Source: an optimization exercise on an open RTL-to-GDS flow (aim: small area). Production flows keep margins and buffers that such runs may drop.
Function was checked by simulation only, so behaviour that the tests miss may differ from the original.
Power is estimated from default activity; no workload was simulated.

==> design.v <==
`default_nettype none
module ram_dp_clr #(
    parameter int                    ADDR_WIDTH  = 8,
    parameter int                    DATA_WIDTH  = 16,
    parameter int                    DEPTH       = 2**ADDR_WIDTH,
    parameter int                    RDW_MODE    = 0,
    parameter logic [DATA_WIDTH-1:0] CLEAR_VALUE = '0
) (
    input  logic                    i_clk,
    input  logic                    i_rst_n,
    input  logic                    i_we,
    input  logic [ADDR_WIDTH-1:0]   i_waddr,
    input  logic [DATA_WIDTH-1:0]   i_wdata,
    input  logic [DATA_WIDTH/8-1:0] i_wmask,
    input  logic                    i_re,
    input  logic [ADDR_WIDTH-1:0]   i_raddr,
    output logic [DATA_WIDTH-1:0]   or_rdata,
    output logic                    or_rvalid,
    input  logic                    i_clear,
    output logic                    o_busy
);
    localparam int                  c_NBYTES  = DATA_WIDTH / 8;
    localparam logic [ADDR_WIDTH:0]   c_DEPTH_X = (ADDR_WIDTH+1)'(DEPTH);
    localparam logic [ADDR_WIDTH-1:0] c_LAST    = ADDR_WIDTH'(DEPTH - 1);
    if (DATA_WIDTH % 8 != 0) begin : g_chk_data_width
        $error("ram_dp_clr: DATA_WIDTH must be a multiple of 8");
    end
    if ((DEPTH < 1) || (DEPTH > 2**ADDR_WIDTH)) begin : g_chk_depth
        $error("ram_dp_clr: DEPTH must be in 1 .. 2**ADDR_WIDTH");
    end
    typedef enum logic [0:0] {
        S_CLEAR = 1'b0,
        S_IDLE  = 1'b1
    } state_t;
    state_t                 r_state;
    state_t                 w_state_nxt;
    logic [ADDR_WIDTH-1:0]  r_cnt;
    logic [ADDR_WIDTH-1:0]  w_cnt_nxt;
    logic [DATA_WIDTH-1:0]  r_mem [0:DEPTH-1];
    logic                   w_idle;
    logic                   w_waddr_ok;
    logic                   w_raddr_ok;
    logic                   w_collide;
    logic [DATA_WIDTH-1:0]  w_merged;
    logic [DATA_WIDTH-1:0]  w_rd_next;
    logic                   w_mem_we;
    logic [ADDR_WIDTH-1:0]  w_mem_addr;
    logic [DATA_WIDTH-1:0]  w_mem_wdata;
    logic [c_NBYTES-1:0]    w_mem_be;
    assign w_idle     = (r_state == S_IDLE);
    assign w_waddr_ok = ({1'b0, i_waddr} < c_DEPTH_X);
    assign w_raddr_ok = ({1'b0, i_raddr} < c_DEPTH_X);
    assign w_collide  = i_we && w_waddr_ok && (i_waddr == i_raddr);
    assign o_busy     = (r_state == S_CLEAR);
    always_ff @(posedge i_clk or negedge i_rst_n) begin
        if (!i_rst_n) begin
            r_state <= S_CLEAR;
            r_cnt   <= '0;
        end else begin
            r_state <= w_state_nxt;
            r_cnt   <= w_cnt_nxt;
        end
    end
    always_comb begin
        w_state_nxt = r_state;
        w_cnt_nxt   = r_cnt;
        case (r_state)
            S_CLEAR: begin
                if (r_cnt == c_LAST) begin
                    w_state_nxt = S_IDLE;
                end else begin
                    w_cnt_nxt = r_cnt + 1'b1;
                end
            end
            S_IDLE: begin
                if (i_clear) begin
                    w_state_nxt = S_CLEAR;
                    w_cnt_nxt   = '0;
                end
            end
            default: begin
                w_state_nxt = S_CLEAR;
                w_cnt_nxt   = '0;
            end
        endcase
    end
    always_comb begin
        w_mem_we    = 1'b0;
        w_mem_addr  = i_waddr;
        w_mem_wdata = i_wdata;
        w_mem_be    = i_wmask;
        if (r_state == S_CLEAR) begin
            w_mem_we    = 1'b1;
            w_mem_addr  = r_cnt;
            w_mem_wdata = CLEAR_VALUE;
            w_mem_be    = '1;
        end else if (i_we && w_waddr_ok) begin
            w_mem_we    = 1'b1;
        end
    end
    always_ff @(posedge i_clk) begin
        if (w_mem_we) begin
            for (int k = 0; k < c_NBYTES; k++) begin
                if (w_mem_be[k]) begin
                    r_mem[w_mem_addr][8*k +: 8] <= w_mem_wdata[8*k +: 8];
                end
            end
        end
    end
    always_comb begin
        w_merged = r_mem[i_waddr];
        for (int k = 0; k < c_NBYTES; k++) begin
            if (i_wmask[k]) begin
                w_merged[8*k +: 8] = i_wdata[8*k +: 8];
            end
        end
    end
    always_comb begin
        w_rd_next = '0;
        if (w_raddr_ok) begin
            if ((RDW_MODE != 0) && w_collide) begin
                w_rd_next = w_merged;
            end else begin
                w_rd_next = r_mem[i_raddr];
            end
        end
    end
    always_ff @(posedge i_clk or negedge i_rst_n) begin
        if (!i_rst_n) begin
            or_rdata  <= '0;
            or_rvalid <= 1'b0;
        end else if (w_idle && i_re) begin
            or_rdata  <= w_rd_next;
            or_rvalid <= 1'b1;
        end else begin
            or_rvalid <= 1'b0;
        end
    end
endmodule
`default_nettype wire
`default_nettype none
module ram_dp_clr_top (
    input  logic        i_clk,
    input  logic        i_rst_n,
    input  logic        i_we,
    input  logic [7:0]  i_waddr,
    input  logic [15:0] i_wdata,
    input  logic [1:0]  i_wmask,
    input  logic        i_re,
    input  logic [7:0]  i_raddr,
    output logic [15:0] or_rdata,
    output logic        or_rvalid,
    input  logic        i_clear,
    output logic        o_busy
);
    ram_dp_clr #(
        .ADDR_WIDTH  (8),
        .DATA_WIDTH  (16),
        .DEPTH       (240),
        .RDW_MODE    (1),
        .CLEAR_VALUE (16'hA5A5)
    ) u_ram (
        .i_clk     (i_clk),
        .i_rst_n   (i_rst_n),
        .i_we      (i_we),
        .i_waddr   (i_waddr),
        .i_wdata   (i_wdata),
        .i_wmask   (i_wmask),
        .i_re      (i_re),
        .i_raddr   (i_raddr),
        .or_rdata  (or_rdata),
        .or_rvalid (or_rvalid),
        .i_clear   (i_clear),
        .o_busy    (o_busy)
    );
endmodule
`default_nettype wire
==> run.sh <==
#!/bin/bash
# synth_recipe.tcl (not shown) runs the flow's synth.tcl, then flattens the netlist and writes it again
# the make line also repeats each setting of config.mk as NAME=value (left out here)
make -C /OpenROAD-flow-scripts/flow DESIGN_CONFIG=/design/flow/config.mk WORK_HOME=/design/flow/orfs CLKGATE_MAP_FILE= SYNTH_SCRIPT=/design/flow/synth_recipe.tcl finish
==> config.mk <==
export PLATFORM = sky130hd
export DESIGN_NAME = ram_dp_clr_top
export DESIGN_NICKNAME = ram_dp_clr_top
export VERILOG_FILES = /design/flow/design.v
export SDC_FILE = /design/flow/constraint.sdc
export NUM_CORES = 4
export LEC_CHECK = 0
export CAP_MARGIN = 20
export CORE_MARGIN = 2
export CORE_UTILIZATION = 30
export PLACE_DENSITY = 0.4
export SLEW_MARGIN = 20
export SYNTH_MEMORY_MAX_BITS = 8192
==> constraint.sdc <==
create_clock -name core_clock -period 5.0 [get_ports {i_clk}]
set_input_delay 1.0000 -clock core_clock [delete_from_list [all_inputs] [get_ports {i_clk}]]
set_output_delay 1.0000 -clock core_clock [all_outputs]
set_load 0.01 [all_outputs]
==> notes.md <==
==> area by class of cell <==
type                       instances  area [µm²]  share of cell area (%)
tap                             8064       10100                    4.67
sequential                      3866      116000                    53.6
timing repair buffer            1393       13100                    6.06
inverter                          23         126                  0.0585
clock inverter                   293        2610                    1.21
antenna                           49         123                  0.0567
clock buffer                     530       11600                    5.36
multi-input combinational       4920       62600                    28.9
==> through the flow <==
| stage | hold slack, ns | util (%) | setup WS (ns) |
|---|---|---|---|
| 2_1_floorplan | 0.514 | - | -0.0718 |
| 3_3_place_gp | 0.582 | 33.2 | -0.168 |
| 5_1_grt | 0.540 | 35.6 | 0.771 |
| 4_1_cts | 0.472 | 35.6 | 0.947 |
| 3_5_place_dp | 0.617 | 33.2 | -0.163 |
| 6_report | 0.519 | 35.6 | 0.795 |
==> power by group through the flow <==
| stage | combinational [W] | clock (W) | sequential, W |
|---|---|---|---|
| 6_report | 0.0104 | 0.0325 | 0.0365 |
| 5_1_grt | 0.0105 | 0.0342 | 0.0365 |
| 4_1_cts | 0.0103 | 0.0331 | 0.0365 |
| 3_5_place_dp | 0.0103 | 0 | 0.0372 |
| 3_3_place_gp | 0.0103 | 0 | 0.0371 |
| 2_1_floorplan | 0.00463 | 0 | 0.0371 |
==> final timing paths <==
check	from	slack [ns]	endpoint	cells past startpoint
max	u_ram.r_state	0.79	u_ram.or_rdata[12]	8
min	i_rst_n	0.52	u_ram.or_rvalid	3
max reg2reg	u_ram.r_state	0.79	u_ram.or_rdata[12]	8
min reg2reg	u_ram.r_cnt[7]	0.63	u_ram.r_cnt[7]	1
max in group asynchronous	i_rst_n	3.93	u_ram.or_rdata[12]	3
min in group core_clock	u_ram.r_cnt[7]	0.63	u_ram.r_cnt[7]	1
==> per-layer routing <==
metal	wire (µm)	vias to the layer above	global-route usage, %
met5	238	-	0.186
met4	35200	14	9.98
met3	66200	1188	5.57
met2	377000	6015	40.8
met1	332000	62200	34.7
li1	-	43300	-
==> cell usage in the layout (no fill, tap or decap), types with 24 or more instances in the layout <==
master and count:
sky130_fd_sc_hd__edfxtp_1 3840, sky130_fd_sc_hd__mux4_2 1878, sky130_fd_sc_hd__buf_4 1141, sky130_fd_sc_hd__nor2_1 568, sky130_fd_sc_hd__mux2i_1 549, sky130_fd_sc_hd__clkbuf_16 451, sky130_fd_sc_hd__nand2_1 429, sky130_fd_sc_hd__buf_12 194
sky130_fd_sc_hd__a21oi_1 150, sky130_fd_sc_hd__clkinv_1 128, sky130_fd_sc_hd__o21ai_0 119, sky130_fd_sc_hd__a221oi_1 104, sky130_fd_sc_hd__a22oi_1 101, sky130_fd_sc_hd__nand3_1 95, sky130_fd_sc_hd__o22ai_1 89, sky130_fd_sc_hd__clkinv_2 83
sky130_fd_sc_hd__clkbuf_1 79, sky130_fd_sc_hd__a211oi_1 62, sky130_fd_sc_hd__nor3_1 59, sky130_fd_sc_hd__mux2_2 59, sky130_fd_sc_hd__a31oi_1 52, sky130_fd_sc_hd__diode_2 49, sky130_fd_sc_hd__o221ai_1 38, sky130_fd_sc_hd__clkdlybuf4s50_1 38
sky130_fd_sc_hd__and3_1 37, sky130_fd_sc_hd__bufinv_16 36, sky130_fd_sc_hd__o31ai_1 35, sky130_fd_sc_hd__a221o_1 31, sky130_fd_sc_hd__o211ai_1 31, sky130_fd_sc_hd__nand4_1 30, sky130_fd_sc_hd__nor2b_1 26, sky130_fd_sc_hd__nor2_2 26
sky130_fd_sc_hd__nand2b_1 25, sky130_fd_sc_hd__dfrtp_1 25, sky130_fd_sc_hd__and2_1 24
==> cells in the mapped netlist, drive strengths merged (36+ instances only) <==
library cell	number
nand2	452
mux4	1898
a31oi	52
edfxtp	3840
a211oi	62
o221ai	38
buf	504
a21oi	151
clkbuf	293
o21ai	126
a221oi	105
a22oi	101
o22ai	89
mux2	59
nor2	599
and3	37
mux2i	549
nand2b	36
nand3	95
nor3	62
==> cell families (layout without fill, tap and decap cells) <==
kind of cell / Yosys count / count (layout)
adder cells (fa/ha/maj): 1 / 1
multiplexers: 2506 / 2506
flip-flops: 3866 / 3866
AO/OA/AOI/OAI: 953 / 953
buffers and inverters: 820 / 2239
XOR/XNOR: 13 / 13
AND/OR/NAND/NOR: 1447 / 1447
other: 0 / 49
==> registers in the layout, indices dropped and copies added (netlist names) <==
signal           cells
u_ram.r_mem       3840
u_ram.or_rvalid      1
u_ram.r_state        1
u_ram.r_cnt          8
u_ram.or_rdata      16
==> worst min-delay path, stage by stage <==
cell                            delay [ns]
sky130_fd_sc_hd__dlygate4sd3_1        0.52
sky130_fd_sc_hd__buf_2                0.09
sky130_fd_sc_hd__buf_4                0.44
==> repair_timing <==
action | 4_1_cts | 5_1_grt
setup endpoints to repair | 0 | 0
endpoints found under the hold margin | 16 | 0
hold buffers | 1 | 0
gates resized for setup | 0 | 0
==> reports/results.txt <==
The sequential share of the synthesized area is 63.4%. The unique cell type count in the Yosys netlist is 77, and the maximum resistive drop on vdd is 0.297 mV. The fraction of final layout cells sized beyond drive strength 1 is 36.5%, and the final instance area is 216,000 µm². The floorplan step set the die width to 785 µm.

In this run the vertical extent of the chip is 785 µm. For this configuration, the core starts out at a cell density of 30.1%. Setup repair after global routing left no endpoint under its margin. Across the run, the number of max-cap violations was 0. The minimum clock period after layout was 4.21 ns; the clock network fraction of design power was 40.9%.

After detailed placement, the total cell area comes to 202,000 µm². Post-CTS setup-driven buffer insertion count: 0. The portion of total power attributed to combinational logic was 13.1%; the synthesized area divided by synthesized cell count was 19.1 µm².

The number of placed instances, taps included came out at 18,300. In the final timing run, aggregate negative setup slack is 0 ns. The analysis attributes to cell leakage a power of 69.3 nW.

The final net count was 10,700; the boundary pin count was 57. The floorplan row count was 286; the clock slew seen by the registers of the worst setup and hold paths was 0.06 ns. The worst pin sits at a relative slew slack of 12.5%. The post-synthesis xor/xnor area fraction works out to 0.0622%.

The total nets after synthesis came out at 9,646. Relative to the synthesized area, the layout overhead comes to 18.1%. The count of fill cells added during filler insertion was 56,400. The total via count after detailed routing is 113,000, and the number of nets still failing antenna checks after routing is 0. TritonCTS built the clock tree. Entering global routing, the biggest net connects 177 pins. Based on the critical path, the design can be clocked at up to 238 MHz. The number of synthesized flops with an enable pin is 3,840, and the Yosys warning count is 1. Total power for the finished layout comes to 0.0794 W. The port buffer count was 56; the number of max-slew violations in the final report was 0.

The post-route clock period utilization is 84.1%. The flow ran to the end and the layout has no timing, DRC or antenna violations. After global routing the overflow that remains totals 0.

For the pin with the worst max-slew slack, the measured transition is 1.31 ns. The largest fanout on the critical path came out at 43. The residual DRC count was 0; the clock sink total was 3,866. In this run the standard cell core region covers 607,000 µm². The run gives 114,000 as the number of global-route vias before repair. Clock tree synthesis selected as its root buffer the cell sky130_fd_sc_hd__clkbuf_16. The H-tree was split into 5 levels. The switching share of total power was 27.1%. The first detailed-routing pass took 6 iterations.

The tightest min-delay check is of the in -> async type. The run gives 811,000 µm as the wire length reported by the detailed router. Summing the areas of all compound-gate instances in the mapped netlist gives 3.67% of the synthesized area. The number of buffers inserted during clock tree synthesis was 449; the register bit total from synthesis was 3,866. Detailed placement ended at an HPWL of 559,000 µm. Traced cell by cell, the critical path runs through buf_4, nand2_2, a21oi_2, o31ai_1, a41oi_1, nor4b_1, a211oi_1, a21oi_1. The run gives 0.0215 W as the net switching power. The mux share of post-synthesis cell area was 26.8%; the largest stage delay on the critical path was 0.95 ns. Count of buffer and inverter cells on the critical path: 1. After the first detailed-routing iteration, the DRC count stood at 14,900.

After detailed routing, the average wire length per cell comes to 42.4 µm. Cell type with the highest aggregate area in the netlist: sky130_fd_sc_hd__edfxtp_1. The area of the die is 616,000 µm², and the portion of synthesized cell area occupied by the leading cell type is 63.0%. Counting along the longest clock path gives a buffer depth of 4. The slowest cell on the critical path was sky130_fd_sc_hd__a21oi_2. For the final weighted congestion in routability-driven placement, the log shows 0.930. The tools report the endpoint class of the critical path as a register. The post-synthesis share of cell area spent on full adders, half adders and majority gates is 0.00684%.

For the arrival time of the worst setup path, the log shows 5.16 ns. Total power divided by cell area: 367 nW/µm². Main combinational cell family by area after synthesis: multiplexers.

The primary flip-flop cell chosen by synthesis mapping was sky130_fd_sc_hd__edfxtp_1. The run gives 46.0% as the register share of total power. Setup violations remaining at the end of the flow were counted as 0.

Excluding fillers, the count of instances in the completed layout stands at 19,100. In the routed layout, each cell is associated on average with a via count of 5.89. The critical path is of the reg -> reg type. Summing the areas of all and, or, nand and nor instances in the mapped netlist gives 3.43% of the synthesized area.

For the initial antenna violation count, the log shows 76. Clock skew on the completed layout was measured at 0.0540 ns. Data on the critical path is required at its endpoint by 5.96 ns.

The run gives 25.8% as the combined global-route utilization of all metal layers. The type of element launching the critical path was a register. Sorting the synthesized cells by area gives the leading types as sky130_fd_sc_hd__edfxtp_1, sky130_fd_sc_hd__mux4_2, sky130_fd_sc_hd__mux2i_1. The cell count after synthesis came out at 9,606. The internal power of the cells totals 0.0579 W. The top cell family by delay on the critical path is compound AO/OA/AOI/OAI gates. Counting flops with an async set or reset pin after synthesis yields a share of 0.673%. The mapped netlist covers 183,000 µm². Clock latency on the worst-skew pair, taken at its later pin, is 1.07 ns. The first global-routing pass estimated 1,080,000 µm of wire. Count of endpoints failing hold in the final timing report: 0.

port drivers added, routing unchanged:
No port has a modelled driver above. Below, the same layout with a new extraction and two added sets of constraints. Step 1 sets driving cells, clkbuf_16 on the clock port and buf_2 on the other inputs (assumed; they add their load-dependent delay and slew). Step 2, shift: input delay + t, output delay - t, t = (earliest + latest rising clock arrival at the registers) / 2. This alone moves slack from input paths to output paths. a / b / c = no drivers / after step 1 / after step 2; a / b = the first two.
t, ns: 1.175
setup slack, ns: 0.795 / 0.795 / -0.213
worst hold slack (ns): 0.519 / 0.414 / 0.628
Met with ideal ports but missed after step 2: setup timing in this run. The setup slack of this run moves by 0.000 ns with the drivers and by -1.008 ns with both steps.
